Context: an optimization exercise on an open-source flow, tuned for small area and a short achievable clock period. The choices shown serve that exercise and are no tape-out recipe.
In this exercise RTL edits were held to simulation tests only and were not proved equivalent to the original.
Power figures rest on the tool's default switching activity, not on a simulated workload.

==> design/flow/design.v <==
`default_nettype none
module tile_mul_front (
	input  logic [16-1:0] i_a,
	input  logic [16-1:0] i_b,
	output logic [42-1:0] o_csa
);
	logic [7:0] bneg;
	logic [7:0] bone;
	logic [7:0] btwo;
	logic pp0_0;
	logic pp0_1;
	logic pp0_2;
	logic pp0_3;
	logic pp0_4;
	logic pp0_5;
	logic pp0_6;
	logic pp0_7;
	logic pp0_8;
	logic pp0_9;
	logic pp0_10;
	logic pp0_11;
	logic pp0_12;
	logic pp0_13;
	logic pp0_14;
	logic pp0_15;
	logic pp1_0;
	logic pp1_1;
	logic pp1_2;
	logic pp1_3;
	logic pp1_4;
	logic pp1_5;
	logic pp1_6;
	logic pp1_7;
	logic pp1_8;
	logic pp1_9;
	logic pp1_10;
	logic pp1_11;
	logic pp1_12;
	logic pp1_13;
	logic pp2_0;
	logic pp2_1;
	logic pp2_2;
	logic pp2_3;
	logic pp2_4;
	logic pp2_5;
	logic pp2_6;
	logic pp2_7;
	logic pp2_8;
	logic pp2_9;
	logic pp2_10;
	logic pp2_11;
	logic pp3_0;
	logic pp3_1;
	logic pp3_2;
	logic pp3_3;
	logic pp3_4;
	logic pp3_5;
	logic pp3_6;
	logic pp3_7;
	logic pp3_8;
	logic pp3_9;
	logic pp4_0;
	logic pp4_1;
	logic pp4_2;
	logic pp4_3;
	logic pp4_4;
	logic pp4_5;
	logic pp4_6;
	logic pp4_7;
	logic pp5_0;
	logic pp5_1;
	logic pp5_2;
	logic pp5_3;
	logic pp5_4;
	logic pp5_5;
	logic pp6_0;
	logic pp6_1;
	logic pp6_2;
	logic pp6_3;
	logic pp7_0;
	logic pp7_1;
	logic s0;
	logic c0;
	logic s1;
	logic c1;
	logic s2;
	logic c2;
	logic s3;
	logic c3;
	logic s4;
	logic c4;
	logic s5;
	logic c5;
	logic s6;
	logic c6;
	logic s7;
	logic c7;
	logic s8;
	logic c8;
	logic s9;
	logic c9;
	logic s10;
	logic c10;
	logic s11;
	logic c11;
	logic s12;
	logic c12;
	logic s13;
	logic c13;
	logic s14;
	logic c14;
	logic s15;
	logic c15;
	logic s16;
	logic c16;
	logic s17;
	logic c17;
	logic s18;
	logic c18;
	logic s19;
	logic c19;
	logic s20;
	logic c20;
	logic s21;
	logic c21;
	logic s22;
	logic c22;
	logic s23;
	logic c23;
	logic s24;
	logic c24;
	logic s25;
	logic c25;
	logic s26;
	logic c26;
	logic s27;
	logic c27;
	logic s28;
	logic c28;
	logic s29;
	logic c29;
	logic s30;
	logic c30;
	logic s31;
	logic c31;
	logic s32;
	logic c32;
	logic s33;
	logic c33;
	assign bneg[0] = i_b[1];
	assign bone[0] = i_b[0] ^ 1'b0;
	assign btwo[0] = (i_b[1] & ~i_b[0] & ~1'b0) | (~i_b[1] & i_b[0] & 1'b0);
	assign bneg[1] = i_b[3];
	assign bone[1] = i_b[2] ^ i_b[1];
	assign btwo[1] = (i_b[3] & ~i_b[2] & ~i_b[1]) | (~i_b[3] & i_b[2] & i_b[1]);
	assign bneg[2] = i_b[5];
	assign bone[2] = i_b[4] ^ i_b[3];
	assign btwo[2] = (i_b[5] & ~i_b[4] & ~i_b[3]) | (~i_b[5] & i_b[4] & i_b[3]);
	assign bneg[3] = i_b[7];
	assign bone[3] = i_b[6] ^ i_b[5];
	assign btwo[3] = (i_b[7] & ~i_b[6] & ~i_b[5]) | (~i_b[7] & i_b[6] & i_b[5]);
	assign bneg[4] = i_b[9];
	assign bone[4] = i_b[8] ^ i_b[7];
	assign btwo[4] = (i_b[9] & ~i_b[8] & ~i_b[7]) | (~i_b[9] & i_b[8] & i_b[7]);
	assign bneg[5] = i_b[11];
	assign bone[5] = i_b[10] ^ i_b[9];
	assign btwo[5] = (i_b[11] & ~i_b[10] & ~i_b[9]) | (~i_b[11] & i_b[10] & i_b[9]);
	assign bneg[6] = i_b[13];
	assign bone[6] = i_b[12] ^ i_b[11];
	assign btwo[6] = (i_b[13] & ~i_b[12] & ~i_b[11]) | (~i_b[13] & i_b[12] & i_b[11]);
	assign bneg[7] = i_b[15];
	assign bone[7] = i_b[14] ^ i_b[13];
	assign btwo[7] = (i_b[15] & ~i_b[14] & ~i_b[13]) | (~i_b[15] & i_b[14] & i_b[13]);
	assign pp0_0 = ((bone[0] & i_a[0]) | (btwo[0] & 1'b0)) ^ bneg[0];
	assign pp0_1 = ((bone[0] & i_a[1]) | (btwo[0] & i_a[0])) ^ bneg[0];
	assign pp0_2 = ((bone[0] & i_a[2]) | (btwo[0] & i_a[1])) ^ bneg[0];
	assign pp0_3 = ((bone[0] & i_a[3]) | (btwo[0] & i_a[2])) ^ bneg[0];
	assign pp0_4 = ((bone[0] & i_a[4]) | (btwo[0] & i_a[3])) ^ bneg[0];
	assign pp0_5 = ((bone[0] & i_a[5]) | (btwo[0] & i_a[4])) ^ bneg[0];
	assign pp0_6 = ((bone[0] & i_a[6]) | (btwo[0] & i_a[5])) ^ bneg[0];
	assign pp0_7 = ((bone[0] & i_a[7]) | (btwo[0] & i_a[6])) ^ bneg[0];
	assign pp0_8 = ((bone[0] & i_a[8]) | (btwo[0] & i_a[7])) ^ bneg[0];
	assign pp0_9 = ((bone[0] & i_a[9]) | (btwo[0] & i_a[8])) ^ bneg[0];
	assign pp0_10 = ((bone[0] & i_a[10]) | (btwo[0] & i_a[9])) ^ bneg[0];
	assign pp0_11 = ((bone[0] & i_a[11]) | (btwo[0] & i_a[10])) ^ bneg[0];
	assign pp0_12 = ((bone[0] & i_a[12]) | (btwo[0] & i_a[11])) ^ bneg[0];
	assign pp0_13 = ((bone[0] & i_a[13]) | (btwo[0] & i_a[12])) ^ bneg[0];
	assign pp0_14 = ((bone[0] & i_a[14]) | (btwo[0] & i_a[13])) ^ bneg[0];
	assign pp0_15 = ((bone[0] & i_a[15]) | (btwo[0] & i_a[14])) ^ bneg[0];
	assign pp1_0 = ((bone[1] & i_a[0]) | (btwo[1] & 1'b0)) ^ bneg[1];
	assign pp1_1 = ((bone[1] & i_a[1]) | (btwo[1] & i_a[0])) ^ bneg[1];
	assign pp1_2 = ((bone[1] & i_a[2]) | (btwo[1] & i_a[1])) ^ bneg[1];
	assign pp1_3 = ((bone[1] & i_a[3]) | (btwo[1] & i_a[2])) ^ bneg[1];
	assign pp1_4 = ((bone[1] & i_a[4]) | (btwo[1] & i_a[3])) ^ bneg[1];
	assign pp1_5 = ((bone[1] & i_a[5]) | (btwo[1] & i_a[4])) ^ bneg[1];
	assign pp1_6 = ((bone[1] & i_a[6]) | (btwo[1] & i_a[5])) ^ bneg[1];
	assign pp1_7 = ((bone[1] & i_a[7]) | (btwo[1] & i_a[6])) ^ bneg[1];
	assign pp1_8 = ((bone[1] & i_a[8]) | (btwo[1] & i_a[7])) ^ bneg[1];
	assign pp1_9 = ((bone[1] & i_a[9]) | (btwo[1] & i_a[8])) ^ bneg[1];
	assign pp1_10 = ((bone[1] & i_a[10]) | (btwo[1] & i_a[9])) ^ bneg[1];
	assign pp1_11 = ((bone[1] & i_a[11]) | (btwo[1] & i_a[10])) ^ bneg[1];
	assign pp1_12 = ((bone[1] & i_a[12]) | (btwo[1] & i_a[11])) ^ bneg[1];
	assign pp1_13 = ((bone[1] & i_a[13]) | (btwo[1] & i_a[12])) ^ bneg[1];
	assign pp2_0 = ((bone[2] & i_a[0]) | (btwo[2] & 1'b0)) ^ bneg[2];
	assign pp2_1 = ((bone[2] & i_a[1]) | (btwo[2] & i_a[0])) ^ bneg[2];
	assign pp2_2 = ((bone[2] & i_a[2]) | (btwo[2] & i_a[1])) ^ bneg[2];
	assign pp2_3 = ((bone[2] & i_a[3]) | (btwo[2] & i_a[2])) ^ bneg[2];
	assign pp2_4 = ((bone[2] & i_a[4]) | (btwo[2] & i_a[3])) ^ bneg[2];
	assign pp2_5 = ((bone[2] & i_a[5]) | (btwo[2] & i_a[4])) ^ bneg[2];
	assign pp2_6 = ((bone[2] & i_a[6]) | (btwo[2] & i_a[5])) ^ bneg[2];
	assign pp2_7 = ((bone[2] & i_a[7]) | (btwo[2] & i_a[6])) ^ bneg[2];
	assign pp2_8 = ((bone[2] & i_a[8]) | (btwo[2] & i_a[7])) ^ bneg[2];
	assign pp2_9 = ((bone[2] & i_a[9]) | (btwo[2] & i_a[8])) ^ bneg[2];
	assign pp2_10 = ((bone[2] & i_a[10]) | (btwo[2] & i_a[9])) ^ bneg[2];
	assign pp2_11 = ((bone[2] & i_a[11]) | (btwo[2] & i_a[10])) ^ bneg[2];
	assign pp3_0 = ((bone[3] & i_a[0]) | (btwo[3] & 1'b0)) ^ bneg[3];
	assign pp3_1 = ((bone[3] & i_a[1]) | (btwo[3] & i_a[0])) ^ bneg[3];
	assign pp3_2 = ((bone[3] & i_a[2]) | (btwo[3] & i_a[1])) ^ bneg[3];
	assign pp3_3 = ((bone[3] & i_a[3]) | (btwo[3] & i_a[2])) ^ bneg[3];
	assign pp3_4 = ((bone[3] & i_a[4]) | (btwo[3] & i_a[3])) ^ bneg[3];
	assign pp3_5 = ((bone[3] & i_a[5]) | (btwo[3] & i_a[4])) ^ bneg[3];
	assign pp3_6 = ((bone[3] & i_a[6]) | (btwo[3] & i_a[5])) ^ bneg[3];
	assign pp3_7 = ((bone[3] & i_a[7]) | (btwo[3] & i_a[6])) ^ bneg[3];
	assign pp3_8 = ((bone[3] & i_a[8]) | (btwo[3] & i_a[7])) ^ bneg[3];
	assign pp3_9 = ((bone[3] & i_a[9]) | (btwo[3] & i_a[8])) ^ bneg[3];
	assign pp4_0 = ((bone[4] & i_a[0]) | (btwo[4] & 1'b0)) ^ bneg[4];
	assign pp4_1 = ((bone[4] & i_a[1]) | (btwo[4] & i_a[0])) ^ bneg[4];
	assign pp4_2 = ((bone[4] & i_a[2]) | (btwo[4] & i_a[1])) ^ bneg[4];
	assign pp4_3 = ((bone[4] & i_a[3]) | (btwo[4] & i_a[2])) ^ bneg[4];
	assign pp4_4 = ((bone[4] & i_a[4]) | (btwo[4] & i_a[3])) ^ bneg[4];
	assign pp4_5 = ((bone[4] & i_a[5]) | (btwo[4] & i_a[4])) ^ bneg[4];
	assign pp4_6 = ((bone[4] & i_a[6]) | (btwo[4] & i_a[5])) ^ bneg[4];
	assign pp4_7 = ((bone[4] & i_a[7]) | (btwo[4] & i_a[6])) ^ bneg[4];
	assign pp5_0 = ((bone[5] & i_a[0]) | (btwo[5] & 1'b0)) ^ bneg[5];
	assign pp5_1 = ((bone[5] & i_a[1]) | (btwo[5] & i_a[0])) ^ bneg[5];
	assign pp5_2 = ((bone[5] & i_a[2]) | (btwo[5] & i_a[1])) ^ bneg[5];
	assign pp5_3 = ((bone[5] & i_a[3]) | (btwo[5] & i_a[2])) ^ bneg[5];
	assign pp5_4 = ((bone[5] & i_a[4]) | (btwo[5] & i_a[3])) ^ bneg[5];
	assign pp5_5 = ((bone[5] & i_a[5]) | (btwo[5] & i_a[4])) ^ bneg[5];
	assign pp6_0 = ((bone[6] & i_a[0]) | (btwo[6] & 1'b0)) ^ bneg[6];
	assign pp6_1 = ((bone[6] & i_a[1]) | (btwo[6] & i_a[0])) ^ bneg[6];
	assign pp6_2 = ((bone[6] & i_a[2]) | (btwo[6] & i_a[1])) ^ bneg[6];
	assign pp6_3 = ((bone[6] & i_a[3]) | (btwo[6] & i_a[2])) ^ bneg[6];
	assign pp7_0 = ((bone[7] & i_a[0]) | (btwo[7] & 1'b0)) ^ bneg[7];
	assign pp7_1 = ((bone[7] & i_a[1]) | (btwo[7] & i_a[0])) ^ bneg[7];
	assign s0 = pp0_2 ^ pp1_0 ^ bneg[1];
	assign c0 = (pp0_2 & pp1_0) | (pp0_2 & bneg[1]) | (pp1_0 & bneg[1]);
	assign s1 = pp0_4 ^ pp1_2 ^ pp2_0;
	assign c1 = (pp0_4 & pp1_2) | (pp0_4 & pp2_0) | (pp1_2 & pp2_0);
	assign s2 = pp0_5 ^ pp1_3 ^ pp2_1;
	assign c2 = (pp0_5 & pp1_3) | (pp0_5 & pp2_1) | (pp1_3 & pp2_1);
	assign s3 = pp0_6 ^ pp1_4 ^ pp2_2;
	assign c3 = (pp0_6 & pp1_4) | (pp0_6 & pp2_2) | (pp1_4 & pp2_2);
	assign s4 = pp0_7 ^ pp1_5 ^ pp2_3;
	assign c4 = (pp0_7 & pp1_5) | (pp0_7 & pp2_3) | (pp1_5 & pp2_3);
	assign s5 = pp0_8 ^ pp1_6 ^ pp2_4;
	assign c5 = (pp0_8 & pp1_6) | (pp0_8 & pp2_4) | (pp1_6 & pp2_4);
	assign s6 = pp3_2 ^ pp4_0 ^ bneg[4];
	assign c6 = (pp3_2 & pp4_0) | (pp3_2 & bneg[4]) | (pp4_0 & bneg[4]);
	assign s7 = pp0_9 ^ pp1_7 ^ pp2_5;
	assign c7 = (pp0_9 & pp1_7) | (pp0_9 & pp2_5) | (pp1_7 & pp2_5);
	assign s8 = pp0_10 ^ pp1_8 ^ pp2_6;
	assign c8 = (pp0_10 & pp1_8) | (pp0_10 & pp2_6) | (pp1_8 & pp2_6);
	assign s9 = pp3_4 ^ pp4_2 ^ pp5_0;
	assign c9 = (pp3_4 & pp4_2) | (pp3_4 & pp5_0) | (pp4_2 & pp5_0);
	assign s10 = pp0_11 ^ pp1_9 ^ pp2_7;
	assign c10 = (pp0_11 & pp1_9) | (pp0_11 & pp2_7) | (pp1_9 & pp2_7);
	assign s11 = pp3_5 ^ pp4_3 ^ pp5_1;
	assign c11 = (pp3_5 & pp4_3) | (pp3_5 & pp5_1) | (pp4_3 & pp5_1);
	assign s12 = pp0_12 ^ pp1_10 ^ pp2_8;
	assign c12 = (pp0_12 & pp1_10) | (pp0_12 & pp2_8) | (pp1_10 & pp2_8);
	assign s13 = pp3_6 ^ pp4_4 ^ pp5_2;
	assign c13 = (pp3_6 & pp4_4) | (pp3_6 & pp5_2) | (pp4_4 & pp5_2);
	assign s14 = pp0_13 ^ pp1_11 ^ pp2_9;
	assign c14 = (pp0_13 & pp1_11) | (pp0_13 & pp2_9) | (pp1_11 & pp2_9);
	assign s15 = pp3_7 ^ pp4_5 ^ pp5_3;
	assign c15 = (pp3_7 & pp4_5) | (pp3_7 & pp5_3) | (pp4_5 & pp5_3);
	assign s16 = pp0_14 ^ pp1_12 ^ pp2_10;
	assign c16 = (pp0_14 & pp1_12) | (pp0_14 & pp2_10) | (pp1_12 & pp2_10);
	assign s17 = pp3_8 ^ pp4_6 ^ pp5_4;
	assign c17 = (pp3_8 & pp4_6) | (pp3_8 & pp5_4) | (pp4_6 & pp5_4);
	assign s18 = pp6_2 ^ pp7_0 ^ bneg[7];
	assign c18 = (pp6_2 & pp7_0) | (pp6_2 & bneg[7]) | (pp7_0 & bneg[7]);
	assign s19 = pp0_15 ^ pp1_13 ^ pp2_11;
	assign c19 = (pp0_15 & pp1_13) | (pp0_15 & pp2_11) | (pp1_13 & pp2_11);
	assign s20 = pp3_9 ^ pp4_7 ^ pp5_5;
	assign c20 = (pp3_9 & pp4_7) | (pp3_9 & pp5_5) | (pp4_7 & pp5_5);
	assign s21 = c0 ^ pp0_3 ^ pp1_1;
	assign c21 = (c0 & pp0_3) | (c0 & pp1_1) | (pp0_3 & pp1_1);
	assign s22 = c2 ^ s3 ^ pp3_0;
	assign c22 = (c2 & s3) | (c2 & pp3_0) | (s3 & pp3_0);
	assign s23 = c3 ^ s4 ^ pp3_1;
	assign c23 = (c3 & s4) | (c3 & pp3_1) | (s4 & pp3_1);
	assign s24 = c4 ^ s5 ^ s6;
	assign c24 = (c4 & s5) | (c4 & s6) | (s5 & s6);
	assign s25 = c5 ^ c6 ^ s7;
	assign c25 = (c5 & c6) | (c5 & s7) | (c6 & s7);
	assign s26 = c7 ^ s8 ^ s9;
	assign c26 = (c7 & s8) | (c7 & s9) | (s8 & s9);
	assign s27 = c8 ^ c9 ^ s10;
	assign c27 = (c8 & c9) | (c8 & s10) | (c9 & s10);
	assign s28 = c10 ^ c11 ^ s12;
	assign c28 = (c10 & c11) | (c10 & s12) | (c11 & s12);
	assign s29 = s13 ^ pp6_0 ^ bneg[6];
	assign c29 = (s13 & pp6_0) | (s13 & bneg[6]) | (pp6_0 & bneg[6]);
	assign s30 = c12 ^ c13 ^ s14;
	assign c30 = (c12 & c13) | (c12 & s14) | (c13 & s14);
	assign s31 = c14 ^ c15 ^ s16;
	assign c31 = (c14 & c15) | (c14 & s16) | (c15 & s16);
	assign s32 = c16 ^ c17 ^ c18;
	assign c32 = (c16 & c17) | (c16 & c18) | (c17 & c18);
	assign s33 = s19 ^ s20 ^ pp6_3;
	assign c33 = (s19 & s20) | (s19 & pp6_3) | (s20 & pp6_3);
	assign o_csa[0] = pp0_0;
	assign o_csa[1] = bneg[0];
	assign o_csa[2] = pp0_1;
	assign o_csa[3] = s0;
	assign o_csa[4] = s21;
	assign o_csa[5] = c21;
	assign o_csa[6] = s1;
	assign o_csa[7] = bneg[2];
	assign o_csa[8] = c1;
	assign o_csa[9] = s2;
	assign o_csa[10] = s22;
	assign o_csa[11] = bneg[3];
	assign o_csa[12] = c22;
	assign o_csa[13] = s23;
	assign o_csa[14] = c23;
	assign o_csa[15] = s24;
	assign o_csa[16] = c24;
	assign o_csa[17] = s25;
	assign o_csa[18] = pp3_3;
	assign o_csa[19] = pp4_1;
	assign o_csa[20] = c25;
	assign o_csa[21] = s26;
	assign o_csa[22] = bneg[5];
	assign o_csa[23] = c26;
	assign o_csa[24] = s27;
	assign o_csa[25] = s11;
	assign o_csa[26] = c27;
	assign o_csa[27] = s28;
	assign o_csa[28] = s29;
	assign o_csa[29] = c28;
	assign o_csa[30] = c29;
	assign o_csa[31] = s30;
	assign o_csa[32] = s15;
	assign o_csa[33] = pp6_1;
	assign o_csa[34] = c30;
	assign o_csa[35] = s31;
	assign o_csa[36] = s17;
	assign o_csa[37] = s18;
	assign o_csa[38] = c31;
	assign o_csa[39] = s32;
	assign o_csa[40] = s33;
	assign o_csa[41] = pp7_1;
endmodule
module tile_alu (
	input  logic [3:0]              i_op,
	input  logic [16-1:0] i_a,
	input  logic [16-1:0] i_b,
	input  logic [42-1:0] i_csa,
	output logic [16-1:0] o_result
);
	logic [3:0] shamt;
	logic sub;
	logic [16:0] sum;
	logic [16-1:0] a_rev;
	logic [16-1:0] shl_in;
	logic [16-1:0] shl;
	logic [16-1:0] shl_rev;
	logic [16-1:0] prod;
	logic [16-1:0] prod_x;
	logic [16-1:0] prod_y;
	logic s34;
	logic c34;
	logic s35;
	logic c35;
	logic s36;
	logic c36;
	logic s37;
	logic c37;
	logic s38;
	logic c38;
	logic s39;
	logic c39;
	logic s40;
	logic c40;
	logic s41;
	logic c41;
	logic s42;
	logic c42;
	logic s43;
	logic c43;
	logic s44;
	logic c44;
	logic s45;
	logic c45;
	logic s46;
	logic c46;
	logic s47;
	logic c47;
	logic s48;
	logic c48;
	logic s49;
	logic c49;
	logic s50;
	logic c50;
	logic s51;
	logic c51;
	logic s52;
	logic c52;
	logic s53;
	logic c53;
	logic s54;
	logic c54;
	logic s55;
	logic c55;
	assign s34 = i_csa[29] ^ i_csa[30];
	assign c34 = i_csa[29] & i_csa[30];
	assign s35 = i_csa[34] ^ i_csa[35];
	assign c35 = i_csa[34] & i_csa[35];
	assign s36 = i_csa[38] ^ i_csa[39];
	assign c36 = i_csa[38] & i_csa[39];
	assign s37 = i_csa[16] ^ i_csa[17];
	assign c37 = i_csa[16] & i_csa[17];
	assign s38 = i_csa[20] ^ i_csa[21];
	assign c38 = i_csa[20] & i_csa[21];
	assign s39 = i_csa[23] ^ i_csa[24];
	assign c39 = i_csa[23] & i_csa[24];
	assign s40 = i_csa[26] ^ i_csa[27];
	assign c40 = i_csa[26] & i_csa[27];
	assign s41 = s34 ^ i_csa[31] ^ i_csa[32];
	assign c41 = (s34 & i_csa[31]) | (s34 & i_csa[32]) | (i_csa[31] & i_csa[32]);
	assign s42 = c34 ^ s35 ^ i_csa[36];
	assign c42 = (c34 & s35) | (c34 & i_csa[36]) | (s35 & i_csa[36]);
	assign s43 = c35 ^ s36 ^ i_csa[40];
	assign c43 = (c35 & s36) | (c35 & i_csa[40]) | (s36 & i_csa[40]);
	assign s44 = i_csa[5] ^ i_csa[6];
	assign c44 = i_csa[5] & i_csa[6];
	assign s45 = i_csa[8] ^ i_csa[9];
	assign c45 = i_csa[8] & i_csa[9];
	assign s46 = i_csa[10] ^ i_csa[11];
	assign c46 = i_csa[10] & i_csa[11];
	assign s47 = i_csa[12] ^ i_csa[13];
	assign c47 = i_csa[12] & i_csa[13];
	assign s48 = i_csa[14] ^ i_csa[15];
	assign c48 = i_csa[14] & i_csa[15];
	assign s49 = s37 ^ i_csa[18] ^ i_csa[19];
	assign c49 = (s37 & i_csa[18]) | (s37 & i_csa[19]) | (i_csa[18] & i_csa[19]);
	assign s50 = c37 ^ s38 ^ i_csa[22];
	assign c50 = (c37 & s38) | (c37 & i_csa[22]) | (s38 & i_csa[22]);
	assign s51 = c38 ^ s39 ^ i_csa[25];
	assign c51 = (c38 & s39) | (c38 & i_csa[25]) | (s39 & i_csa[25]);
	assign s52 = c39 ^ s40 ^ i_csa[28];
	assign c52 = (c39 & s40) | (c39 & i_csa[28]) | (s40 & i_csa[28]);
	assign s53 = c40 ^ s41 ^ i_csa[33];
	assign c53 = (c40 & s41) | (c40 & i_csa[33]) | (s41 & i_csa[33]);
	assign s54 = c41 ^ s42 ^ i_csa[37];
	assign c54 = (c41 & s42) | (c41 & i_csa[37]) | (s42 & i_csa[37]);
	assign s55 = c42 ^ s43 ^ i_csa[41];
	assign c55 = (c42 & s43) | (c42 & i_csa[41]) | (s43 & i_csa[41]);
	assign prod_x = {c54, c53, c52, c51, c50, c49, c48, c47, c46, c45, c44, s44, i_csa[4], i_csa[3], i_csa[2], i_csa[0]};
	assign prod_y = {s55, s54, s53, s52, s51, s50, s49, s48, s47, s46, s45, i_csa[7], 1'b0, 1'b0, 1'b0, i_csa[1]};
	assign prod = prod_x + prod_y;
	assign sub = i_op != 4'd1;
	assign sum = {1'b0, i_a} + {1'b0, i_b ^ {16{sub}}} + {{16{1'b0}}, sub};
	assign shamt = i_b[3:0];
	always_comb begin
		for (int k = 0; k < 16; k++) begin
			a_rev[k] = i_a[16-1-k];
			shl_rev[k] = shl[16-1-k];
		end
	end
	assign shl_in = (i_op == 4'd8) ? a_rev : i_a;
	assign shl = shl_in << shamt;
	always_comb begin
		case (i_op)
			4'd1: o_result = sum[16-1:0];
			4'd2: o_result = sum[16-1:0];
			4'd3: o_result = prod;
			4'd4: o_result = i_a & i_b;
			4'd5:  o_result = i_a | i_b;
			4'd6: o_result = i_a ^ i_b;
			4'd7: o_result = shl;
			4'd8: o_result = shl_rev;
			4'd9: o_result = i_a;
			4'd10:  o_result = {{(16-1){1'b0}}, !sum[16]};
			default: o_result = '0;
		endcase
	end
endmodule
`default_nettype wire
`default_nettype none
module fetch_stage (
	input  logic                     clk,
	input  logic                     reset,
	input  logic                     i_run,
	input  logic                     i_cfg_req,
	input  logic [48-1:0]  i_cfg,
	output logic                     o_cfg_ack,
	input  logic                     i_loop_we,     
	input  logic [7:0]               i_loop,        
	output logic [51-1:0] o_word,
	output logic                     o_word_valid
);
	logic [41-1:0] cfg_mem [0:16-1];
	logic [4-1:0] pc;
	logic [4-1:0] loop_start;
	logic [4-1:0] loop_end;
	logic [4-1:0] cfg_addr;
	logic [44-1:0] cfg_word;
	logic [41-1:0] cfg_packed;
	logic cfg_write;
	assign cfg_addr = i_cfg[48-1:44];
	assign cfg_word = i_cfg[44-1:0];
	assign cfg_write = i_cfg_req && !o_cfg_ack;
	assign cfg_packed[40:37] = cfg_word[43:40];
	assign cfg_packed[36:34] = cfg_word[39:37];
	assign cfg_packed[33:31] = cfg_word[33:31];
	assign cfg_packed[30] = cfg_word[30];
	assign cfg_packed[29] = cfg_word[29];
	assign cfg_packed[28] = cfg_word[28];
	assign cfg_packed[27:16] = cfg_word[27:16];
	assign cfg_packed[12:0] = cfg_word[12:0];
	assign cfg_packed[15:13] = cfg_word[29] ? cfg_word[15:13] : cfg_word[36:34];
	always_ff @(posedge clk) begin
		if (reset) begin
			o_cfg_ack <= 1'b0;
		end else if (cfg_write) begin
			o_cfg_ack <= 1'b1;
		end else if (!i_cfg_req) begin
			o_cfg_ack <= 1'b0;
		end
	end
	always_ff @(posedge clk) begin
		if (cfg_write) begin
			cfg_mem[cfg_addr] <= cfg_packed;
		end
	end
	always_ff @(posedge clk) begin
		if (reset) begin
			pc <= '0;
			loop_start <= '0;
			loop_end <= 4'd15;
			o_word_valid <= 1'b0;
		end else if (i_run) begin
			if (pc == loop_end) begin
				pc <= loop_start;
			end else begin
				pc <= pc + 1'b1;
			end
			if (i_loop_we) begin
				loop_start <= i_loop[3:0];
				loop_end <= i_loop[7:4];
			end
			o_word_valid <= 1'b1;
		end
	end
	logic [16-1:0] pc_dec;
	logic [41-1:0] rd_word;
	always_comb begin
		rd_word = '0;
		for (int e = 0; e < 16; e++) begin
			pc_dec[e] = pc == e[4-1:0];
			rd_word = rd_word | (cfg_mem[e] & {41{pc_dec[e]}});
		end
	end
	function automatic logic [4:0] src_onehot(input logic [3-1:0] src);
		src_onehot = {src == 3'd4, src == 3'd3, src == 3'd2, src == 3'd1, src == 3'd0};
	endfunction
	logic [51-1:0] fword;
	logic rd_use_imm;
	logic rd_b_imm;
	always_comb begin
		rd_use_imm = rd_word[29];
		rd_b_imm = rd_use_imm || rd_word[40:37] == 4'd11;
		fword[50:47] = rd_word[40:37];
		fword[46:42] = src_onehot(rd_word[36:34]);
		fword[41] = rd_word[36:34] == 3'd7;
		fword[40:36] = rd_b_imm ? 5'd0 : src_onehot(rd_word[15:13]);
		fword[35] = rd_b_imm;
		fword[34] = !rd_use_imm && rd_word[15:13] == 3'd7;
		fword[33] = rd_use_imm;
		fword[32:30] = rd_word[33:31];
		fword[29] = rd_word[30];
		fword[28] = rd_word[28];
		fword[27:16] = rd_word[27:16];
		fword[15:0] = rd_word[15:0];
	end
	always_ff @(posedge clk) begin
		if (i_run) begin
			o_word <= fword;
		end
	end
endmodule
`default_nettype wire
`default_nettype none
module operand_stage (
	input  logic                                      clk,
	input  logic                                      reset,
	input  logic                                      i_run,
	input  logic [51-1:0]                  i_word,
	input  logic                                      i_word_valid,
	input  logic [4*17-1:0]    i_flit_in,
	input  logic [17-1:0]                   i_treg,
	output logic [3:0]                                o_op,
	output logic [16-1:0]                   o_a,
	output logic [16-1:0]                   o_b,
	output logic [42-1:0]                   o_mcsa,         
	output logic                                      o_res_valid,    
	output logic                                      o_treg_we,      
	output logic                                      o_loop_we,      
	output logic [4-1:0]                 o_route_alu,    
	output logic [4-1:0]                 o_route_treg,   
	output logic [4*17-1:0]    o_pass          
);
	logic [3:0] opcode;
	logic [4:0] a_sel;
	logic [4:0] b_sel;
	logic [3-1:0] src_p;
	logic [16-1:0] imm;
	logic [4*3-1:0] route;
	logic a_valid;
	logic b_valid;
	logic [16-1:0] a_data;
	logic [16-1:0] b_data;
	logic [4:0] nz;
	logic p_valid;
	logic p_nz;
	logic pred_pass;
	logic a_ok;
	logic b_ok;
	logic fire;
	logic [42-1:0] mcsa;
	assign opcode = i_word[50:47];
	assign a_sel = i_word[46:42];
	assign b_sel = i_word[40:36];
	assign src_p = i_word[32:30];
	assign imm = i_word[15:0];
	assign route = i_word[27:16];
	function automatic logic [17-1:0] pick_source(
		input logic [4:0]                               sel,
		input logic [4*17-1:0]   flits,
		input logic [17-1:0]                  treg
	);
		logic [17-1:0] f;
		f = treg & {17{sel[4]}};
		for (int d = 0; d < 4; d++) begin
			f = f | (flits[d*17 +: 17] & {17{sel[d]}});
		end
		pick_source = f;
	endfunction
	logic [17-1:0] a_flit;
	logic [17-1:0] b_flit;
	always_comb begin
		a_flit = pick_source(a_sel, i_flit_in, i_treg);
		b_flit = pick_source(b_sel, i_flit_in, i_treg);
	end
	assign a_valid = a_flit[16];
	assign a_data = a_flit[16-1:0];
	assign b_valid = i_word[33] || b_flit[16];
	assign b_data = b_flit[16-1:0] | (imm & {16{i_word[35]}});
	always_comb begin
		for (int d = 0; d < 4; d++) begin
			nz[d] = |i_flit_in[d*17 +: 16];
		end
		nz[4] = |i_treg[16-1:0];
		p_valid = 1'b0;
		p_nz = 1'b0;
		if (!src_p[2]) begin
			p_valid = i_flit_in[src_p[1:0]*17 + 16];
			p_nz = nz[src_p[1:0]];
		end else if (src_p[1:0] == 2'd0) begin
			p_valid = i_treg[16];
			p_nz = nz[4];
		end
	end
	assign pred_pass = (src_p == 3'd7) || (p_valid && (p_nz ^ i_word[29]));
	assign a_ok = i_word[41] || a_valid;
	assign b_ok = i_word[34] || b_valid;
	always_comb begin
		case (opcode)
			4'd0, 4'd11: fire = 1'b0;
			4'd9: fire = pred_pass && (a_valid || b_valid);
			default: fire = pred_pass && a_ok && b_ok;
		endcase
	end
	always_ff @(posedge clk) begin
		if (reset) begin
			o_res_valid <= 1'b0;
			o_treg_we <= 1'b0;
			o_loop_we <= 1'b0;
			o_route_alu <= '0;
			o_route_treg <= '0;
			for (int d = 0; d < 4; d++) begin
				o_pass[d*17 + 16] <= 1'b0;
			end
		end else if (i_run) begin
			o_res_valid <= i_word_valid && fire;
			o_treg_we <= i_word_valid && i_word[28];
			o_loop_we <= i_word_valid && opcode == 4'd11;
			for (int d = 0; d < 4; d++) begin
				o_route_alu[d] <= i_word_valid && route[3*d +: 3] == 3'd4;
				o_route_treg[d] <= i_word_valid && route[3*d +: 3] == 3'd5;
				o_pass[d*17 + 16] <= i_word_valid && !route[3*d + 2] &&
					i_flit_in[route[3*d +: 2]*17 + 16];
			end
		end
	end
	tile_mul_front u_mul_front (
		.i_a   (a_data),
		.i_b   (b_data),
		.o_csa (mcsa)
	);
	always_ff @(posedge clk) begin
		if (i_run) begin
			o_op <= opcode;
			o_a <= (opcode == 4'd9 && !a_valid) ? b_data : a_data;
			o_b <= b_data;
			o_mcsa <= mcsa;
			for (int d = 0; d < 4; d++) begin
				o_pass[d*17 +: 16] <=
					i_flit_in[route[3*d +: 2]*17 +: 16];
			end
		end
	end
endmodule
`default_nettype wire
`default_nettype none
module execute_stage (
	input  logic                                      clk,
	input  logic                                      reset,
	input  logic                                      i_run,
	input  logic                                      i_res_valid,
	input  logic                                      i_treg_we,
	input  logic [4-1:0]                 i_route_alu,
	input  logic [4-1:0]                 i_route_treg,
	input  logic [4*17-1:0]    i_pass,
	input  logic [16-1:0]                   i_result,
	output logic [17-1:0]                   o_treg,
	output logic [4*17-1:0]    o_flit_out
);
	logic [17-1:0] res;
	logic [4-1:0] out_alu;
	logic [4*17-1:0] out_hold;
	always_ff @(posedge clk) begin
		if (reset) begin
			o_treg[16] <= 1'b0;
			out_alu <= '0;
			for (int d = 0; d < 4; d++) begin
				out_hold[d*17 + 16] <= 1'b0;
			end
		end else if (i_run) begin
			if (i_treg_we) begin
				o_treg[16] <= i_res_valid;
			end
			out_alu <= i_route_alu;
			for (int d = 0; d < 4; d++) begin
				if (i_route_treg[d]) begin
					out_hold[d*17 + 16] <= o_treg[16];
				end else begin
					out_hold[d*17 + 16] <= i_pass[d*17 + 16];
				end
			end
		end
	end
	always_ff @(posedge clk) begin
		if (i_run) begin
			res <= {i_res_valid, i_result};
			if (i_treg_we) begin
				o_treg[16-1:0] <= i_result;
			end
			for (int d = 0; d < 4; d++) begin
				if (i_route_treg[d]) begin
					out_hold[d*17 +: 16] <= o_treg[16-1:0];
				end else begin
					out_hold[d*17 +: 16] <= i_pass[d*17 +: 16];
				end
			end
		end
	end
	for (genvar d = 0; d < 4; d++) begin : g_out
		assign o_flit_out[d*17 +: 17] = out_alu[d] ? res : out_hold[d*17 +: 17];
	end
endmodule
`default_nettype wire
`default_nettype none
module tile_top (
	input  logic                                      clk,
	input  logic                                      reset,
	input  logic                                      i_run,
	input  logic                                      i_cfg_req,
	input  logic [48-1:0]                   i_cfg,
	output logic                                      o_cfg_ack,
	input  logic [4*17-1:0]    i_flit_in,
	output logic [4*17-1:0]    o_flit_out
);
	logic [51-1:0] word;
	logic word_valid;
	logic [3:0] alu_op;
	logic [16-1:0] alu_a;
	logic [16-1:0] alu_b;
	logic [42-1:0] alu_mcsa;
	logic [16-1:0] alu_result;
	logic res_valid;
	logic treg_we;
	logic loop_we;
	logic [4-1:0] route_alu;
	logic [4-1:0] route_treg;
	logic [4*17-1:0] pass;
	logic [17-1:0] treg;
	fetch_stage u_fetch (
		.clk          (clk),
		.reset        (reset),
		.i_run        (i_run),
		.i_cfg_req    (i_cfg_req),
		.i_cfg        (i_cfg),
		.o_cfg_ack    (o_cfg_ack),
		.i_loop_we    (loop_we),
		.i_loop       (alu_b[7:0]),
		.o_word       (word),
		.o_word_valid (word_valid)
	);
	operand_stage u_operand (
		.clk          (clk),
		.reset        (reset),
		.i_run        (i_run),
		.i_word       (word),
		.i_word_valid (word_valid),
		.i_flit_in    (i_flit_in),
		.i_treg       (treg),
		.o_op         (alu_op),
		.o_a          (alu_a),
		.o_b          (alu_b),
		.o_mcsa       (alu_mcsa),
		.o_res_valid  (res_valid),
		.o_treg_we    (treg_we),
		.o_loop_we    (loop_we),
		.o_route_alu  (route_alu),
		.o_route_treg (route_treg),
		.o_pass       (pass)
	);
	tile_alu u_alu (
		.i_op     (alu_op),
		.i_a      (alu_a),
		.i_b      (alu_b),
		.i_csa    (alu_mcsa),
		.o_result (alu_result)
	);
	execute_stage u_execute (
		.clk          (clk),
		.reset        (reset),
		.i_run        (i_run),
		.i_res_valid  (res_valid),
		.i_treg_we    (treg_we),
		.i_route_alu  (route_alu),
		.i_route_treg (route_treg),
		.i_pass       (pass),
		.i_result     (alu_result),
		.o_treg       (treg),
		.o_flit_out   (o_flit_out)
	);
endmodule
`default_nettype wire
==> design/flow/run.sh <==
#!/bin/bash
# synth_recipe.tcl (not shown) runs the flow's synth.tcl, then flattens the netlist and writes it again
# the make line also repeats each setting of config.mk as NAME=value (left out here)
make -C /OpenROAD-flow-scripts/flow DESIGN_CONFIG=/design/flow/config.mk WORK_HOME=/design/flow/orfs CLKGATE_MAP_FILE= SYNTH_SCRIPT=/design/flow/synth_recipe.tcl finish
==> design/flow/config.mk <==
export PLATFORM = sky130hd
export DESIGN_NAME = tile_top
export DESIGN_NICKNAME = tile_top
export VERILOG_FILES = /design/flow/design.v
export SDC_FILE = /design/flow/constraint.sdc
export NUM_CORES = 4
export LEC_CHECK = 0
export ABC_CLOCK_PERIOD_IN_PS = 3300
export CAP_MARGIN = 20
export CORE_MARGIN = 2
export CORE_UTILIZATION = 55
export CTS_BUF_LIST = sky130_fd_sc_hd__clkbuf_8
export CTS_CLUSTER_SIZE = 30
export SETUP_SLACK_MARGIN = 3.7
export SLEW_MARGIN = 20
==> design/flow/constraint.sdc <==
create_clock -name core_clock -period 7.0 [get_ports {clk}]
set_input_delay 1.4000 -clock core_clock [delete_from_list [all_inputs] [get_ports {clk}]]
set_output_delay 1.4000 -clock core_clock [all_outputs]
set_load 0.01 [all_outputs]
==> results of run 1 <==
## cells in the final DEF (no fill, tap or decap), types with 24 or more instances in the layout
cell,Yosys,routed
sky130_fd_sc_hd__clkbuf_8,0,169
sky130_fd_sc_hd__buf_2,14,24
sky130_fd_sc_hd__o22ai_1,32,26
sky130_fd_sc_hd__dfxtp_1,38,33
sky130_fd_sc_hd__nor2_1,131,106
sky130_fd_sc_hd__clkdlybuf4s50_1,0,62
sky130_fd_sc_hd__buf_12,0,36
sky130_fd_sc_hd__mux2i_1,51,50
sky130_fd_sc_hd__buf_4,0,206
sky130_fd_sc_hd__mux4_2,85,85
sky130_fd_sc_hd__inv_1,90,145
sky130_fd_sc_hd__nand3_1,52,48
sky130_fd_sc_hd__nand4_1,56,56
sky130_fd_sc_hd__o21ai_0,77,56
sky130_fd_sc_hd__ha_1,89,78
sky130_fd_sc_hd__clkbuf_2,0,34
sky130_fd_sc_hd__nor3_1,32,24
sky130_fd_sc_hd__a22oi_1,120,94
sky130_fd_sc_hd__o21ai_1,7,24
sky130_fd_sc_hd__a22o_1,131,131
sky130_fd_sc_hd__xnor2_1,62,52
sky130_fd_sc_hd__clkinv_1,3,37
sky130_fd_sc_hd__mux2_2,146,97
sky130_fd_sc_hd__a221oi_1,153,141
sky130_fd_sc_hd__mux2_4,0,49
sky130_fd_sc_hd__buf_6,6,89
sky130_fd_sc_hd__a22oi_2,0,26
sky130_fd_sc_hd__nand2_1,163,156
sky130_fd_sc_hd__a21oi_1,165,152
sky130_fd_sc_hd__edfxtp_1,942,942
## routing by layer
metal | vias to the layer above | share of wire [%] | wire length (um) | track usage, %
met2 | 2076 | 48 | 74500 | 58.9
met4 | 8 | 5.0 | 7710 | 15.5
met5 | - | 0.037 | 57 | 0
li1 | 13752 | - | - | -
met1 | 16734 | 37 | 58000 | 46.3
met3 | 446 | 9.5 | 14700 | 6.99
## flip-flops by register name (all words and copies together), names as in the netlist, 4 cells and up
register,count
u_fetch.pc,4
u_execute.o_treg,17
u_operand.o_route_alu,4
u_operand.o_mcsa,42
u_operand.o_op,4
u_execute.res,17
u_fetch.loop_end,4
u_fetch.cfg_mem,656
u_operand.o_b,12
u_execute.out_alu,4
u_execute.out_hold,68
u_operand.o_pass,68
u_operand.o_a,16
u_fetch.loop_start,4
u_operand.o_route_treg,4
u_fetch.o_word,51
## cell families (layout without fill, tap and decap cells)
logic type	Yosys count	count (layout)
compound gates	829	829
xor+xnor	81	81
fa+ha+maj	125	125
buf+inv	331	877
flops	980	980
mux	285	285
other cells	0	12
simple gates	561	563
## report_power, final
part | internal [uW] | total, uW | switching [uW]
logic | 2020 | 4860 | 2850
clock network | 2290 | 4620 | 2330
registers | 6850 | 7050 | 205
## worst min-delay path, delay by kind of cell, from the launching register on
kind | cells | cell delay (ps)
flops | 1 | 310
simple gates | 1 | 60
compound gates | 1 | 50
## what timing repair did
action                                  CTS  global route
hold buffers                              0             0
pin swaps                                56            61
endpoints found under the setup margin  256           213
cloned                                    7             5
setup buffers                           138            78
gates resized for setup                 467           357
## worst paths after layout
| check | startpoint | endpoint | slack (ps) | cells past startpoint |
|---|---|---|---|---|
| hold reg to reg | u_operand.o_treg_we$_SDFFE_PP0P_ | u_operand.o_treg_we$_SDFFE_PP0P_ | 460 | 2 |
| setup / recovery | u_operand.o_op[3]$_DFFE_PP_ | u_execute.res[15]$_DFFE_PP_ | 3380 | 13 |
| hold / removal | u_operand.o_treg_we$_SDFFE_PP0P_ | u_operand.o_treg_we$_SDFFE_PP0P_ | 460 | 2 |
| setup reg to reg | u_operand.o_op[3]$_DFFE_PP_ | u_execute.res[15]$_DFFE_PP_ | 3380 | 13 |
## metrics by stage
step / total power (uW) / cells / setup slack, ps / area, um2
floorplan: 9540 / 3192 / 3160 / 46500
global placement: 11000 / 4288 / 1770 / 49200
detailed placement: 11000 / 4289 / 1750 / 49200
CTS: 16300 / 4727 / 3340 / 54200
global route: 17100 / 4813 / 3310 / 55500
finish: 16500 / 4822 / 3380 / 55500
## cell type report
type / instances / area, um2 / area share [%]
Sequential cell: 980 / 29100 / 52.3
Multi-Input combinational cell: 1883 / 17000 / 30.6
Timing Repair Buffer: 483 / 4680 / 8.44
Clock buffer: 169 / 2330 / 4.19
Tap cell: 1070 / 1340 / 2.41
Clock inverter: 124 / 608 / 1.10
Inverter: 99 / 440 / 0.793
Antenna cell: 12 / 30.0 / 0.0541
Timing Repair inverter: 2 / 20.0 / 0.0361
==> impl_metrics.yaml, run 1 <==
run_status:
  run_status: "finished clean"
setup_path:
  critical_path.max_stage_delay_ps: 570
  timing.critical_path.cells: "or4b_4 > buf_12 > buf_12 > xnor2_4 > ha_4 > a21o_1 > a21o_1 > a221o_1 > o21ai_2 > a21oi_2 > a31oi_1 > xnor2_1 > a211o_2"
  critPathSlowestCell: "sky130_fd_sc_hd__or4b_4"
  timing.critical_path.from_type: "flip-flop"
  critical_path_class: "flip-flop to flip-flop"
  endpoint_kind_of_the_worst_setup_timing_path: "flip-flop"
  crit_fanout: 6
  path_buf_inv: 2
  worstPathRequired_ps: 7560
  arrival_ps: 4180
  crit_family: "compound AO/OA/AOI/OAI gates"
placement:
  io_buffers: 188
  dpl.hpwl_mm: 90.5
  gp_congestion: 0.958
timing:
  timing.final.crit_share_pct: 51.7
  timing.fmax_mhz: 276
  worst_slew_pin_slew_ps: 1140
  setup_total_negative_slack_ps: 0
  timing_hold_violations_final: 0
  fin_skew_ps: 43.2
  timing.max_slew.rel_slack_pct: 24.1
  setup_violations: 0
  final_period_minus_worst_setup_slack_ps: 3620
  hold-worst-slack_ps: 461
  max_slew_vio_count: 0
  grt_setup_unrepaired: "true"
drt:
  wirelength_mm: 155
  drt_iter0_drc: 4283
  via_count: 33016
  number_of_antenna_violating_nets_in_the_routed_design: 0
  routed_wire_length_per_instance_um: 32.1
  vias_per_cell: 6.85
  first_pass_iters: 8
  post-route-drc-count: 0
worst_hold_path:
  min_path_type: "flip-flop to flip-flop"
cts:
  tritoncts: "done"
  worst_skew_pair.late_latency_ps: 840
  clk_pin_slew_worst_paths_ps: 60
  htreeDepth: 4
  clock_tree.buffer_depth: 3
  clock_sinks: 980
  clock_tree.root_cell: "sky130_fd_sc_hd__clkbuf_8"
  cts-buffers-inserted: 161
yosys:
  yosys_register_bits: 980
  synth_enable_flop_cells: 942
  muxShareOfSynthArea_pct: 9.03
  synth_sequential_area_ratio_pct: 63.3
  synth_compound_gate_area_share_pct: 13.3
  yosysTopAreaCellShare_pct: 61.6
  yosys.area_share.adder_pct: 3.98
  synth_top_family_by_area: "compound AO/OA/AOI/OAI gates"
  synthArstFlopShare_pct: 0
  simple_gate_share_of_the_synthesized_area_pct: 6.01
  synthMostInstantiatedCell: "sky130_fd_sc_hd__edfxtp_1"
  netlist_top_cells_area: "sky130_fd_sc_hd__edfxtp_1 (62%), sky130_fd_sc_hd__mux4_2 (4.2%), sky130_fd_sc_hd__mux2_2 (3.6%)"
  post_synth_xor_area_fraction_pct: 1.55
  synth_top_cell_by_area: "sky130_fd_sc_hd__edfxtp_1"
  synthesis.instances: 3192
  syn_avg_cell_area_um2: 14.4
  synthFlopType: "sky130_fd_sc_hd__edfxtp_1"
  post_synth_most_frequent_cells: "sky130_fd_sc_hd__edfxtp_1 (942), sky130_fd_sc_hd__clkbuf_1 (176), sky130_fd_sc_hd__a21oi_1 (165), sky130_fd_sc_hd__nand2_1 (163), sky130_fd_sc_hd__a221oi_1 (153)"
  syn-num-nets: 3436
  yosysWarnings: 4
  synthesis.area_um2: 45900
  post_synth_num_cell_types: 84
die:
  fp.dieArea_um2: 85800
  core_region_area_um2: 82400
  fp.dieH_um: 293
  top_level_ports: 189
  die_width_um: 293
  initial_utilization_pct: 55.7
  num_rows: 105
pwr:
  p_leak_uw: 0.0194
  power_density_nw_per_um2: 298
  peakVddDrop_uv: 308
layout:
  drive_gt1_share_pct: 29.3
  layout.filler_cells: 5785
  area_growth_pct: 21.0
  postLayoutCoreUtil_pct: 67.4
  design.final.nets: 3854
global_routing:
  gr-usage-all-layers_pct: 35.7
  number_of_antenna_violations_at_the_first_check_in_global_routing: 10
  grt_first_pass_wirelength_mm: 219
  grt_pass1_vias: 31659
  overflow: 0
  maximum_number_of_pins_on_one_net_before_global_route_repair: 138
job:
  drv.max_cap_violation_count: 0
==> inputs of run 2 (changes only) <==
==> design/flow/flow/run.sh (new file) <==
#!/bin/bash
# The standard layout, with plain buffers (not delay cells) on the ports.
set -o pipefail
export BUFFER_PORTS_ARGS="-buffer_cell sky130_fd_sc_hd__buf_2"
bash standard.sh finish > standard.log 2>&1
==> design/flow/standard.sh (new file) <==
#!/bin/bash
# synth_recipe.tcl (not shown) runs the flow's synth.tcl, then flattens the netlist and writes it again
# the make line also repeats each setting of config.mk as NAME=value (left out here)
make -C /OpenROAD-flow-scripts/flow DESIGN_CONFIG=/design/flow/config.mk WORK_HOME=/design/flow/orfs CLKGATE_MAP_FILE= SYNTH_SCRIPT=/design/flow/synth_recipe.tcl "${@:-finish}"
removed: design/flow/run.sh
==> run 2 against run 1 <==
  * Still clean
  * Clock power decreased by 3%
  * Maximum frequency increased by 0.78%
  * Non-clock buffer count decreased by 76
  * Combinational power increased by 2%
  * Synthesized cell count unchanged
  * Routed wire length decreased by 0.59%
  * Global-route usage decreased by 0.50 points
  * Count of clock-buffer cells in the layout decreased by 8
  * First-iteration DRC count decreased by 1.9%
  * Power decreased by 0.46%
  * Register-to-register slack improved by 30 ps
  * Hold slack improved by 0.76 ps
  * Largest power group unchanged
==> impl_metrics.yaml, run 2 <==
drt:
  wirelength_mm: 154
  via_count: 32410
  drt_iter0_drc: 4201
  post-route-drc-count: 0
  first_pass_iters: 7
  number_of_antenna_violating_nets_in_the_routed_design: 0
  routed_wire_length_per_instance_um: 32.6
  vias_per_cell: 6.85
setup_path:
  worstPathRequired_ps: 7570
  critical_path.max_stage_delay_ps: 560
  timing.critical_path.from: "u_operand.o_op[2]$_DFFE_PP_"
  arrival_ps: 4160
  critPathSlowestCell: "sky130_fd_sc_hd__or4b_4"
  timing.critical_path.cells: "or4b_4 > buf_12 > buf_12 > xnor2_1 > ha_2 > and4_1 > nand3_2 > a21oi_4 > o21ai_2 > a21oi_2 > a31oi_1 > xnor2_1 > a211o_2"
  critical_path_class: "flip-flop to flip-flop"
  timing.critical_path.from_type: "flip-flop"
  critical_path.reg2reg.startpoint: "u_operand.o_op[2]$_DFFE_PP_"
  crit_fanout: 6
  endpoint_kind_of_the_worst_setup_timing_path: "flip-flop"
cts:
  clock_tree.root_cell: "sky130_fd_sc_hd__clkbuf_8"
  tritoncts: "done"
  clk_pin_slew_worst_paths_ps: 60
  clock_sinks: 980
  htreeDepth: 4
  cts-buffers-inserted: 158
  clock_tree.buffer_depth: 3
  worst_skew_pair.late_latency_ps: 850
global_routing:
  number_of_antenna_violations_at_the_first_check_in_global_routing: 10
  grt_first_pass_wirelength_mm: 217
  gr-usage-all-layers_pct: 35.2
  maximum_number_of_pins_on_one_net_before_global_route_repair: 167
  grt_pass1_vias: 31462
  overflow: 0
yosys:
  synth_sequential_area_ratio_pct: 63.3
  synthFlopType: "sky130_fd_sc_hd__edfxtp_1"
  syn-num-nets: 3436
  synthArstFlopShare_pct: 0
  synthesis.area_um2: 45900
  synth_top_cell_by_area: "sky130_fd_sc_hd__edfxtp_1"
  yosysTopAreaCellShare_pct: 61.6
  yosysWarnings: 4
  synth_enable_flop_cells: 942
  post_synth_most_frequent_cells: "sky130_fd_sc_hd__edfxtp_1 (942), sky130_fd_sc_hd__clkbuf_1 (176), sky130_fd_sc_hd__a21oi_1 (165), sky130_fd_sc_hd__nand2_1 (163), sky130_fd_sc_hd__a221oi_1 (153)"
  synthMostInstantiatedCell: "sky130_fd_sc_hd__edfxtp_1"
  synthesis.instances: 3192
  netlist_top_cells_area: "sky130_fd_sc_hd__edfxtp_1 (62%), sky130_fd_sc_hd__mux4_2 (4.2%), sky130_fd_sc_hd__mux2_2 (3.6%)"
  syn_avg_cell_area_um2: 14.4
  yosys_register_bits: 980
  post_synth_num_cell_types: 84
die:
  fp.dieArea_um2: 85800
  die_width_um: 293
  initial_utilization_pct: 55.7
  top_level_ports: 189
  fp.dieH_um: 293
  num_rows: 105
  core_region_area_um2: 82400
layout:
  final_cells: 4730
  largest_register_ffs: 656
  layout.cells.most_common: "sky130_fd_sc_hd__edfxtp_1"
  layout_top_registers: "u_fetch.cfg_mem: 656 flops, u_execute.out_hold: 68 flops, u_operand.o_pass: 68 flops"
  area_growth_pct: 18.3
  final_cell_mix: "sky130_fd_sc_hd__edfxtp_1 (942), sky130_fd_sc_hd__buf_4 (169), sky130_fd_sc_hd__clkbuf_8 (161)"
  layout.filler_cells: 5905
  design.final.nets: 3773
  drive_gt1_share_pct: 29.3
  max_flop_register: "u_fetch.cfg_mem"
  post-route-cell-area_um2: 54300
run_status:
  run_status: "finished clean"
timing:
  fin_skew_ps: 54.1
  grt_setup_unrepaired: "true"
  timing.max_slew.rel_slack_pct: 22.3
  final_period_minus_worst_setup_slack_ps: 3590
  timing.fmax_mhz: 279
  timing.final.crit_share_pct: 51.3
  timing_hold_violations_final: 0
  max_slew_vio_count: 0
  setup_violations: 0
  setup_total_negative_slack_ps: 0
  worst_slew_pin_slew_ps: 1160
placement:
  io_buffers: 188
  dpl.hpwl_mm: 90.2
  gp_congestion: 0.970
  place_area_um2: 48300
  place.detailed.instances: 4286
pwr:
  peakVddDrop_uv: 618
  power_density_nw_per_um2: 303
  total_design_power_uw: 16500
  p_leak_uw: 0.0189
worst_hold_path:
  hold_start: "u_operand.o_route_alu[1]$_SDFFE_PP0P_"
  min_path_type: "flip-flop to flip-flop"
job:
  drv.max_cap_violation_count: 0
==> run 2: critical path, delay by kind of cell (launching register included) <==
family | cells | cell delay [ps]
AOI/OAI and AO/OA | 5 | 1090
adders and majority gates | 1 | 380
and+or+nand+nor | 3 | 920
DFF | 1 | 390
buffers and inverters | 2 | 300
xor gates and xnor gates | 2 | 270
==> run 2: layout make-up <==
type                    count  area, um2  share of cell area [%]
inverters                  99        429                   0.791
multi-input cells        1883      17000                    31.3
flip-flops and latches    980      29100                    53.5
clock buffers             161       2220                    4.08
repair buffers            407       3610                    6.65
diodes                      8       20.0                  0.0369
well taps                1070       1340                    2.47
clock inverters           122        608                    1.12
==> run 2: stage by stage <==
| stage | utilization, % | hold WS, ps | setup slack [ps] |
|---|---|---|---|
| 2_1_floorplan | - | 431 | 3160 |
| 3_3_place_gp | 58.6 | 452 | 2220 |
| 3_5_place_dp | 58.6 | 455 | 2160 |
| 4_1_cts | 63.9 | 464 | 3360 |
| 5_1_grt | 65.9 | 483 | 3290 |
| 6_report | 65.9 | 462 | 3410 |
==> run 2: repair_timing <==
| action | CTS | global route |
|---|---|---|
| hold buffers | 0 | 0 |
| endpoints found under the setup margin | 144 | 122 |
| pin swaps | 26 | 65 |
| endpoints found under the hold margin | 0 | 0 |
| resized for setup | 131 | 214 |
| setup buffers | 82 | 55 |
| cloned | 8 | 8 |
==> run 2: logic make-up after synthesis <==
logic type	count (synthesis)	synth area share, %
xor+xnor	81	1.55
fa+ha+maj	125	3.98
mux	285	9.03
simple gates	561	6.01
compound gates	829	13.3
flops	980	63.3
buf+inv	331	2.84
==> run 2: where the power goes <==
part	total, uW	switching, uW	internal, uW
registers	7030	189	6840
logic	4950	2960	1990
clock network	4480	2290	2190
total	16500	5440	11000
==> run 2: path summary, 6_finish.rpt <==
check / end / slack (ps) / cells past startpoint
setup / recovery: u_execute.o_treg[15]$_DFFE_PP_ / 3410 / 13
hold / removal: u_operand.o_route_alu[1]$_SDFFE_PP0P_ / 460 / 2
setup reg to reg: u_execute.o_treg[15]$_DFFE_PP_ / 3410 / 13
hold reg to reg: u_operand.o_route_alu[1]$_SDFFE_PP0P_ / 460 / 2
==> run 2: per-layer routing <==
metal | GRT usage [%] | up-vias | wire length (um)
li1 | - | 13574 | -
met1 | 45.5 | 16398 | 57800
met5 | 0 | - | 59
met2 | 56.6 | 2002 | 72700
met3 | 8.20 | 426 | 15300
met4 | 16.8 | 10 | 8210
==> inputs of run 3 (changes only) <==
--- a/design/flow/design.v
+++ b/design/flow/design.v
@@ -357,12 +357,12 @@
 module tile_alu (
 	input  logic [3:0]              i_op,
 	input  logic [16-1:0] i_a,
-	input  logic [16-1:0] i_b,
+	input  logic [16-1:0] i_b,       
+	input  logic                    i_sub,     
 	input  logic [42-1:0] i_csa,
 	output logic [16-1:0] o_result
 );
 	logic [3:0] shamt;
-	logic sub;
 	logic [16:0] sum;
 	logic [16-1:0] a_rev;
 	logic [16-1:0] shl_in;
@@ -462,8 +462,7 @@
 	assign prod_x = {c54, c53, c52, c51, c50, c49, c48, c47, c46, c45, c44, s44, i_csa[4], i_csa[3], i_csa[2], i_csa[0]};
 	assign prod_y = {s55, s54, s53, s52, s51, s50, s49, s48, s47, s46, s45, i_csa[7], 1'b0, 1'b0, 1'b0, i_csa[1]};
 	assign prod = prod_x + prod_y;
-	assign sub = i_op != 4'd1;
-	assign sum = {1'b0, i_a} + {1'b0, i_b ^ {16{sub}}} + {{16{1'b0}}, sub};
+	assign sum = {1'b0, i_a} + {1'b0, i_b} + {{16{1'b0}}, i_sub};
 	assign shamt = i_b[3:0];
 	always_comb begin
 		for (int k = 0; k < 16; k++) begin
@@ -605,7 +604,8 @@
 	input  logic [17-1:0]                   i_treg,
 	output logic [3:0]                                o_op,
 	output logic [16-1:0]                   o_a,
-	output logic [16-1:0]                   o_b,
+	output logic [16-1:0]                   o_b,            
+	output logic                                      o_sub,          
 	output logic [42-1:0]                   o_mcsa,         
 	output logic                                      o_res_valid,    
 	output logic                                      o_treg_we,      
@@ -631,6 +631,7 @@
 	logic a_ok;
 	logic b_ok;
 	logic fire;
+	logic is_sub;
 	logic [42-1:0] mcsa;
 	assign opcode = i_word[50:47];
 	assign a_sel = i_word[46:42];
@@ -712,11 +713,13 @@
 		.i_b   (b_data),
 		.o_csa (mcsa)
 	);
+	assign is_sub = opcode == 4'd2 || opcode == 4'd10;
 	always_ff @(posedge clk) begin
 		if (i_run) begin
 			o_op <= opcode;
 			o_a <= (opcode == 4'd9 && !a_valid) ? b_data : a_data;
-			o_b <= b_data;
+			o_b <= b_data ^ {16{is_sub}};
+			o_sub <= is_sub;
 			o_mcsa <= mcsa;
 			for (int d = 0; d < 4; d++) begin
 				o_pass[d*17 +: 16] <=
@@ -800,6 +803,7 @@
 	logic [3:0] alu_op;
 	logic [16-1:0] alu_a;
 	logic [16-1:0] alu_b;
+	logic alu_sub;
 	logic [42-1:0] alu_mcsa;
 	logic [16-1:0] alu_result;
 	logic res_valid;
@@ -832,6 +836,7 @@
 		.o_op         (alu_op),
 		.o_a          (alu_a),
 		.o_b          (alu_b),
+		.o_sub        (alu_sub),
 		.o_mcsa       (alu_mcsa),
 		.o_res_valid  (res_valid),
 		.o_treg_we    (treg_we),
@@ -844,6 +849,7 @@
 		.i_op     (alu_op),
 		.i_a      (alu_a),
 		.i_b      (alu_b),
+		.i_sub    (alu_sub),
 		.i_csa    (alu_mcsa),
 		.o_result (alu_result)
 	);
==> run 3 against run 2 <==
  * Hold slack gained 1.3 ps
  * Via count shrank 1.4%
  * Clock skew shrank 13 ps
  * Routed wire length grew 0.31%
  * Maximum frequency grew 6.2%
  * Clock power is essentially flat
  * Combinational power shrank 3%
  * Highest routed layer unchanged
  * Cell count shrank 1.5%
  * Largest cell class unchanged
  * Critical path type unchanged
  * Non-clock buffer count shrank 31
==> impl_metrics.yaml, run 3 <==
run_status:
  run_status: "finished clean"
drt:
  post-route-drc-count: 0
  number_of_antenna_violating_nets_in_the_routed_design: 0
  routed_wire_length_per_instance_um: 33.2
  drt_iter0_drc: 4211
  vias_per_cell: 6.86
  via_count: 31970
  first_pass_iters: 8
  wirelength_mm: 155
setup_path:
  endpoint_kind_of_the_worst_setup_timing_path: "flip-flop"
  path_buf_inv: 2
  worstPathRequired_ps: 7560
  timing.critical_path.from: "u_fetch.o_word[40]$_SDFFCE_PP0P_"
  end_point_of_the_critical_path: "u_operand.o_mcsa[24]$_DFFE_PP_"
  timing.critical_path.cells: "buf_6 > a22oi_1 > and3_4 > buf_4 > nor2_4 > a221oi_1 > o22ai_1 > fa_1 > fa_2"
  crit_family: "adder cells"
  crit_fanout: 9
  r2r_setup_slack_ps: 3620
  worst_r2r_endpoint: "u_operand.o_mcsa[24]$_DFFE_PP_"
  critPathSlowestCell: "sky130_fd_sc_hd__fa_1"
  rr_worst_depth: 9
  timing.critical_path.from_type: "flip-flop"
  timing.critical_path.depth: 9
  critical_path.max_stage_delay_ps: 610
  critical_path.reg2reg.startpoint: "u_fetch.o_word[40]$_SDFFCE_PP0P_"
  critical_path_class: "flip-flop to flip-flop"
  arrival_ps: 3940
yosys:
  yosys_register_bits: 985
  synth_sequential_area_ratio_pct: 63.5
  synth_enable_flop_cells: 947
  synthesis.instances: 3142
  yosysTopAreaCellShare_pct: 61.9
  synthFlopType: "sky130_fd_sc_hd__edfxtp_1"
  yosysWarnings: 4
  synth_top_cell_by_area: "sky130_fd_sc_hd__edfxtp_1"
  synthMostInstantiatedCell: "sky130_fd_sc_hd__edfxtp_1"
  syn-num-nets: 3372
  syn_avg_cell_area_um2: 14.6
  post_synth_most_frequent_cells: "sky130_fd_sc_hd__edfxtp_1 (947), sky130_fd_sc_hd__nand2_1 (161), sky130_fd_sc_hd__a221oi_1 (152), sky130_fd_sc_hd__nor2_1 (147), sky130_fd_sc_hd__mux2_2 (144)"
  synthArstFlopShare_pct: 0
  synthesis.area_um2: 46000
  post_synth_num_cell_types: 87
  netlist_top_cells_area: "sky130_fd_sc_hd__edfxtp_1 (62%), sky130_fd_sc_hd__mux4_2 (4.4%), sky130_fd_sc_hd__mux2_2 (3.5%)"
layout:
  largest_register_ffs: 656
  area_growth_pct: 15.7
  layout_top_registers: "u_fetch.cfg_mem: 656 flops, u_execute.out_hold: 68 flops, u_operand.o_pass: 68 flops"
  postLayoutCoreUtil_pct: 63.9
  max_flop_register: "u_fetch.cfg_mem"
  layout.cells.most_common: "sky130_fd_sc_hd__edfxtp_1"
  design.final.nets: 3684
  drive_gt1_share_pct: 28.2
  final_cell_mix: "sky130_fd_sc_hd__edfxtp_1 (947), sky130_fd_sc_hd__clkbuf_8 (161), sky130_fd_sc_hd__nand2_1 (159)"
pwr:
  power_density_nw_per_um2: 309
  peakVddDrop_uv: 312
  p_leak_uw: 0.0184
timing:
  setup_total_negative_slack_ps: 0
  timing.max_slew.rel_slack_pct: 27.1
  worst_slew_pin_slew_ps: 1090
  fin_skew_ps: 41.4
  final_period_minus_worst_setup_slack_ps: 3380
  setup_violations: 0
  grt_setup_unrepaired: "true"
  max_slew_vio_count: 0
  timing.final.crit_share_pct: 48.3
  timing.fmax_mhz: 296
  timing_hold_violations_final: 0
cts:
  worst_skew_pair.late_latency_ps: 840
  clock_tree.root_cell: "sky130_fd_sc_hd__clkbuf_8"
  htreeDepth: 4
  clk_pin_slew_worst_paths_ps: 60
  clock_tree.buffer_depth: 3
  postCtsHoldBufs: 0
  tritoncts: "done"
  clock_sinks: 985
  cts-buffers-inserted: 158
die:
  initial_utilization_pct: 55.3
  top_level_ports: 189
  num_rows: 106
  die_width_um: 293
  fp.dieArea_um2: 85900
  fp.dieH_um: 293
  core_region_area_um2: 83200
global_routing:
  overflow: 0
  grt_pass1_vias: 31605
  maximum_number_of_pins_on_one_net_before_global_route_repair: 125
  number_of_antenna_violations_at_the_first_check_in_global_routing: 11
  grt_first_pass_wirelength_mm: 219
  gr-usage-all-layers_pct: 35.7
worst_hold_path:
  min_path_type: "flip-flop to flip-flop"
placement:
  dpl.hpwl_mm: 95.0
  io_buffers: 188
  gp_congestion: 1.01
job:
  drv.max_cap_violation_count: 0
## run 3: cell types whose count changed after synthesis, moves of 10 or more
cell                       delta
sky130_fd_sc_hd__clkbuf_1    -36
sky130_fd_sc_hd__a21oi_1     -25
sky130_fd_sc_hd__buf_2       +24
sky130_fd_sc_hd__nor2_1      +16
sky130_fd_sc_hd__a22oi_1     -15
sky130_fd_sc_hd__ha_1        -15
sky130_fd_sc_hd__o21ai_0     -14
sky130_fd_sc_hd__o221ai_1    -14
sky130_fd_sc_hd__a222oi_1    +13
sky130_fd_sc_hd__xnor2_1     -12
sky130_fd_sc_hd__a221oi_2    +11
sky130_fd_sc_hd__nand3_1     -11
sky130_fd_sc_hd__nand4_1     +10
## run 3: per-stage QoR
step           cells  area (um2)  hold slack, ps  power [uW]  setup WS, ps
2_1_floorplan   3142       46200             431        9560          3060
3_3_place_gp    4260       48100             445       11000          2050
3_5_place_dp    4261       48100             452       11000          2020
4_1_cts         4626       52300             461       16200          3610
5_1_grt         4653       53200             489       17000          3560
6_report        4658       53200             463       16400          3620
## run 3: worst min-delay path: cells and delay by family, from the launching register on
kind,cells,cell delay (ps)
AND/OR/NAND/NOR,1,60
flip-flops,1,310
AO/OA/AOI/OAI,1,50
## run 3: final cells by class
cell class / count / area [um2]
Inverter: 94 / 383
Antenna cell: 9 / 22.5
Timing Repair inverter: 1 / 5.00
Sequential cell: 985 / 29200
Clock buffer: 161 / 2220
Clock inverter: 114 / 601
Fill cell: 6156 / 30000
Multi-Input combinational cell: 1838 / 16400
Tap cell: 1080 / 1350
Timing Repair Buffer: 376 / 3000
## run 3: where the power goes
| group | switching (uW) | internal, uW | leakage, uW |
|---|---|---|---|
| combinational | 2810 | 1970 | 0.00776 |
| sequential | 248 | 6900 | 0.00906 |
| clock | 2280 | 2230 | 0.00163 |
| total | 5340 | 11100 | 0.0184 |
## run 3: cell families after synthesis
group,count (synthesis),synth area share [%]
flops,985,63.5
compound gates,801,13.3
simple gates,567,6.09
buf+inv,321,3.00
mux,279,8.92
fa+ha+maj,110,3.58
xor+xnor,79,1.54
## run 3: worst min-delay path by stage
stage / depth (start not counted) / slack [ps] / endpoint / start
global route: 2 / 490 / u_operand.o_route_treg[3]$_SDFFE_PP0P_ / u_operand.o_route_treg[3]$_SDFFE_PP0P_
global placement: 2 / 450 / u_operand.o_treg_we$_SDFFE_PP0P_ / u_operand.o_treg_we$_SDFFE_PP0P_
detailed placement: 2 / 450 / u_operand.o_route_alu[3]$_SDFFE_PP0P_ / u_operand.o_route_alu[3]$_SDFFE_PP0P_
CTS: 2 / 460 / u_operand.o_route_alu[3]$_SDFFE_PP0P_ / u_operand.o_route_alu[3]$_SDFFE_PP0P_
finish: 2 / 460 / u_operand.o_route_alu[3]$_SDFFE_PP0P_ / u_operand.o_route_alu[3]$_SDFFE_PP0P_
floorplan: 0 / 430 / u_execute.res[16]$_DFFE_PP_ / u_operand.o_res_valid$_SDFFE_PP0P_
## run 3: metal layers
metal,share of wire [%],track usage [%],vias up
met5,0.027,0,-
met1,37,44.8,16105
met2,48,59.0,2031
li1,-,-,13347
met4,5.4,18.5,6
met3,8.9,7.21,481
## run 3: repair_timing
action                                  in CTS  in global routing
gates resized for setup                    128                140
cloned                                       2                  5
pin swaps                                   36                 31
setup buffers                               88                 18
endpoints found under the setup margin     140                 91

-- static timing again, ports no longer ideal --
The flow's constraints put no driver on any port. The routed layouts listed below were extracted and timed again, unchanged, in two steps.
Step 1 assumes that a clkbuf_16 drives the clock port and a buf_2 every other input.
Step 2 moves the port delays by t, midway between the first and last clock arrival at a register: inputs arrive t later, outputs are due t later. That takes back most of the time a late clock gives input paths.
a / b / c = ideal / step 1 / step 2; a / b = the first two.
run	t (ns)	slack for setup (ns)	clock arrival spread, ns	worst register clock-pin slew, ns	pins driven straight from the clock port
run 1	0.889	3.382 / 3.382 / 2.779	0.050 / 0.049	0.07 / 0.07	1
run 2	0.893	3.410 / 3.410 / 2.811	0.058 / 0.058	0.07 / 0.07	1
run 3	0.877	3.620 / 3.620 / 2.767	0.043 / 0.043	0.07 / 0.07	1
After both steps every run listed still meets setup and hold. The setup slack of run 3, which loses most, moves by 0.000 ns with the drivers and by -0.853 ns with both steps.
